Context: an optimization exercise on an open-source flow, tuned for small area and a short achievable clock period. The choices shown serve that exercise and are no tape-out recipe. At most, simulation tests tie the RTL to the original design; equivalence was not proved. No activity file was given, so power comes from the tool's default toggle rates.

==> 01-04: inputs <==
Design bt656_rx_top, start of the top module:
module bt656_rx_top
#(
   parameter int FIFO_DEPTH = 64
)
(
   input  logic        clk,
   input  logic        rstn,
   input  logic        rx_enable_i,
   input  logic        size_err_clr_i,
   input  logic [7:0]  bt656_data_i,
   output logic        m_axis_tvalid_o,
   input  logic        m_axis_tready_i,
   output logic [7:0]  m_axis_tdata_o,
   output logic        m_axis_tuser_o,
   output logic        m_axis_tlast_o,
   output logic [11:0] width_o,
   output logic [11:0] height_o,
   output logic        size_err_o,
   output logic        overflow_o,
   output logic [15:0] frame_cnt_o
);
Settings: LEC_CHECK=0, CAP_MARGIN=20, CORE_MARGIN=2, CORE_UTILIZATION=75, CTS_CLUSTER_DIAMETER=60, CTS_CLUSTER_SIZE=25, GPL_TIMING_DRIVEN=0, SETUP_SLACK_MARGIN=2.9, SLEW_MARGIN=20; clock period 5.5 ns.
standard.sh (not shown) runs the stock make flow with config.mk's settings and CLKGATE_MAP_FILE= SYNTH_SCRIPT=/design/flow/synth_recipe.tcl, a recipe that flattens the netlist after the stock synthesis.
==> flow/flow/run.sh <==
#!/bin/bash
# The standard layout with two changes: clock tree synthesis adds no
# dummy loads, and the port buffers start at buf_1 (repair resizes them).
set -euo pipefail
cd "$(dirname "$0")/.."
export CTS_ARGS="-sink_clustering_enable -repair_clock_nets -dont_use_dummy_load -sink_clustering_size 18 -sink_clustering_max_diameter 45 -buf_list sky130_fd_sc_hd__clkbuf_8"
export BUFFER_PORTS_ARGS="-buffer_cell sky130_fd_sc_hd__buf_1"
bash standard.sh > standard_flow.log 2>&1
==> 01-07: changes against 01-04 <==
--- a/flow/design.v
+++ b/flow/design.v
@@ -103,74 +103,69 @@
    assign wr_byte_o = tap_byte_i;
    assign wr_sof_o  = sof_pend_q;
    assign wr_eol_o  = eav_det;
    assign width_o  = line_len_q[LEN_W-1:1];
    assign height_o = height_q;
    always_ff @(posedge clk)
    begin
-      if (sav_start)
-      begin
-         skip_q       <= 2'd3;
-         line_bytes_q <= LEN_W'(1);
-      end
-      else
-      begin
-         if (active_q && !wr_req_q)
-            skip_q <= skip_q - 1'b1;
-         if (wr_req_q)
-            line_bytes_q <= line_bytes_q + 1'b1;
-      end
-      if (line_end)
-         line_cnt_q <= line_cnt_q + 1'b1;
-      if (wr_en_o)
-         sof_pend_q <= 1'b0;
-      if (new_frame)
-      begin
-         line_cnt_q <= '0;
-         sof_pend_q <= 1'b1;
-      end
-   end
-   always_ff @(posedge clk)
-   begin
       if (!rstn || !enable_i)
       begin
          frame_seen_q   <= 1'b0;
          active_q       <= 1'b0;
          wr_req_q       <= 1'b0;
+         skip_q         <= '0;
          field_q        <= 1'b0;
+         sof_pend_q     <= 1'b0;
+         line_bytes_q   <= LEN_W'(1);
          line_len_q     <= '0;
          width_valid_q  <= 1'b0;
+         line_cnt_q     <= '0;
          height_q       <= '0;
          height_valid_q <= 1'b0;
          size_err_o     <= 1'b0;
          overflow_o     <= 1'b0;
          frame_cnt_o    <= '0;
       end
       else
       begin
          if (hdr_valid_i)
             field_q <= field_i;
          if (sav_start)
+         begin
             active_q <= 1'b1;
-         else if (active_q && !wr_req_q && skip_q == 2'd0)
-            wr_req_q <= 1'b1;
+            skip_q   <= 2'd3;
+         end
+         else if (active_q && !wr_req_q)
+         begin
+            skip_q <= skip_q - 1'b1;
+            if (skip_q == 2'd0)
+               wr_req_q <= 1'b1;
+         end
          if (line_end)
          begin
             active_q <= 1'b0;
             wr_req_q <= 1'b0;
          end
          if (line_end)
          begin
+            line_bytes_q  <= LEN_W'(1);
             line_len_q    <= line_bytes_q;
             width_valid_q <= 1'b1;
+            line_cnt_q    <= line_cnt_q + 1'b1;
          end
+         else if (wr_req_q)
+            line_bytes_q <= line_bytes_q + 1'b1;
+         if (wr_en_o)
+            sof_pend_q <= 1'b0;
          if (new_frame)
          begin
+            sof_pend_q   <= 1'b1;
             frame_cnt_o  <= frame_cnt_o + 1'b1;
             frame_seen_q <= 1'b1;
+            line_cnt_q   <= '0;
             if (frame_seen_q)
             begin
                height_q       <= line_cnt_q;
                height_valid_q <= 1'b1;
             end
          end
          if (err_clr_i)
@@ -206,16 +201,15 @@
    output logic             rd_eol_o
 );
    localparam int ENTRY_W = 10;
    localparam int GRP     = 8;
    logic [ENTRY_W-1:0] sr [0:FIFO_DEPTH-2];
    logic [ENTRY_W-1:0] wr_entry, next_entry;
    logic [GRP-1:0]     lo_q, hi_q;
-   logic [ENTRY_W-1:0] grp [0:GRP-1];
-   logic [ENTRY_W-1:0] next_acc [0:GRP];
+   logic [GRP-1:0]     grp [0:ENTRY_W-1];
    logic               ne_q, one_q, full_q;
    logic               wr_ok, rd_ok, inc, dec, two_up, at_zero, up, down;
    logic               cnt_2, cnt_63, load_wr;
    bt656_pkg::byte_t   head_byte_q;
    logic               head_sof_q, head_eol_q;
    assign wr_entry = {wr_eol_i, wr_sof_i, wr_byte_i};
    assign wr_ok    = wr_en_i && !full_q;
@@ -233,43 +227,28 @@
       if (wr_ok)
       begin
          sr[0] <= wr_entry;
          for (int i = 1; i < FIFO_DEPTH-1; i++)
             sr[i] <= sr[i-1];
       end
    end
-   for (genvar h = 0; h < GRP; h++)
-   begin : g_grp
-      logic [ENTRY_W-1:0] acc [0:GRP];
-      assign acc[0] = '0;
-      for (genvar l = 0; l < GRP; l++)
-      begin : g_term
-         if (GRP*h + l < FIFO_DEPTH-1)
-         begin : g_used
-            assign acc[l+1] = acc[l] | ({ENTRY_W{lo_q[l]}} & sr[GRP*h + l]);
-         end
-         else
-         begin : g_none
-            assign acc[l+1] = acc[l];
+   always_comb
+   begin
+      for (int b = 0; b < ENTRY_W; b++)
+      begin
+         for (int h = 0; h < GRP; h++)
+         begin
+            grp[b][h] = 1'b0;
+            for (int l = 0; l < GRP; l++)
+               if (GRP*h + l < FIFO_DEPTH-1)
+                  grp[b][h] = grp[b][h] | (lo_q[l] & sr[GRP*h + l][b]);
          end
-      end
-      assign grp[h] = acc[GRP];
-   end
-   for (genvar h = 0; h <= GRP; h++)
-   begin : g_next
-      if (h == 0)
-      begin : g_first
-         assign next_acc[0] = '0;
-      end
-      else
-      begin : g_rest
-         assign next_acc[h] = next_acc[h-1] | ({ENTRY_W{hi_q[h-1]}} & grp[h-1]);
+         next_entry[b] = |(hi_q & grp[b]);
       end
    end
-   assign next_entry = next_acc[GRP];
    assign load_wr = rd_ok ? one_q : !ne_q;
    always_ff @(posedge clk)
    begin
       if (load_wr)
          head_byte_q <= wr_byte_i;
       else if (rd_ok)
          head_byte_q <= next_entry[ENTRY_W-3:0];
==> flow/flow/run.sh (replaced) <==
#!/bin/bash
# The standard layout with two changes: clock tree synthesis adds no
# dummy loads, and the port buffers start at buf_2 (repair resizes them).
set -euo pipefail
cd "$(dirname "$0")/.."
export CTS_ARGS="-sink_clustering_enable -repair_clock_nets -dont_use_dummy_load -sink_clustering_size 20 -sink_clustering_max_diameter 50 -buf_list sky130_fd_sc_hd__clkbuf_8"
export BUFFER_PORTS_ARGS="-buffer_cell sky130_fd_sc_hd__buf_1"
bash standard.sh > standard_flow.log 2>&1
Settings changed: CORE_UTILIZATION 75 to 40, GPL_TIMING_DRIVEN 0 to not set, SETUP_SLACK_MARGIN 2.9 to 3.0.
==> summary of the runs <==
- 01-04 completed with no timing, DRC or antenna violations. 01-07 went through all stages and came out clean.
- Between 01-07 and 01-04, the lower utilization is in 01-07 (gap 39 points).
- Of 01-07 and 01-04, 01-07 has the higher worst hold slack (gap 0.0062 ns).
- In sequential cell count, 01-04 and 01-07 do not differ.
- Non-clock buffer count: 01-04 is higher than 01-07 (97).
- Against 01-07, the die area of 01-04 is smaller by about 46%.
- Against 01-04, the register-to-register slack of 01-07 is higher by 0.26 ns.
- Between 01-04 and 01-07, the lower via count is in 01-07 (gap about 9%, measured against 01-07).
==> figures <==
                                                                              01-07                  01-04
Fraction of area in registers                                                 71.6%                  72.3%
Share of total power in the clock network                                     31.0%                  28.8%
Fraction of synthesized cell area in xor and xnor cells                       1.74%                  1.77%
Outcome                                                    timing/DRC/antenna clean  timing/DRC/antenna clean
Fraction of standard cell area in multi-input logic                           18.5%                  18.6%
Multiplexer fraction of the synthesized cell area                            0.541%                 0.431%
Cell depth of the worst setup path                                                3                      4
Maximum number of pins on one net before global-route repair                    200                     41
Average cell area after synthesis                                         16.2 um^2              16.1 um^2
Final Total Pwr                                                             9.16 mW                8.88 mW
Detailed route wirelength on metal3                                         5410 um              10,600 um
Reg2reg end                                                   u_fifo.head_byte_q[3]  u_fifo.head_byte_q[0]
Final Critical Period                                                       2.58 ns                2.68 ns
Setup slack of the critical path after layout                               2.92 ns                2.82 ns
Final-layout clock buffer total                                                  66                     55
DRT iter0 DRCs                                                                1,679                  3,285
No functional check of the RTL was part of 01-07.

## afterwards: timing with drivers on the ports
In the flow no input, the clock included, has a driving cell. The finished layouts below were timed again as built, in two steps. Step 1, drivers: a clkbuf_16 drives clk and a buf_2 each remaining input, both assumed. Step 2 times the ports against the registers' clock, not the clock port: input delays grow and output delays shrink by t, the midpoint of the rising clock arrivals with the driver on. Three values: ideal ports, drivers, drivers and shift; two values: the first two.
run	t, ns	slack for setup (ns)	slew at the worst register clock pin (ns)
01-04	0.728	2.819 / 2.778 / 2.330	0.12 / 0.12
01-07	0.683	2.920 / 2.851 / 2.413	0.12 / 0.12
After both steps setup and hold are still met in every run listed. For 01-07, which loses most, drivers alone change the setup slack by -0.069 ns; drivers and shift together by -0.507 ns.
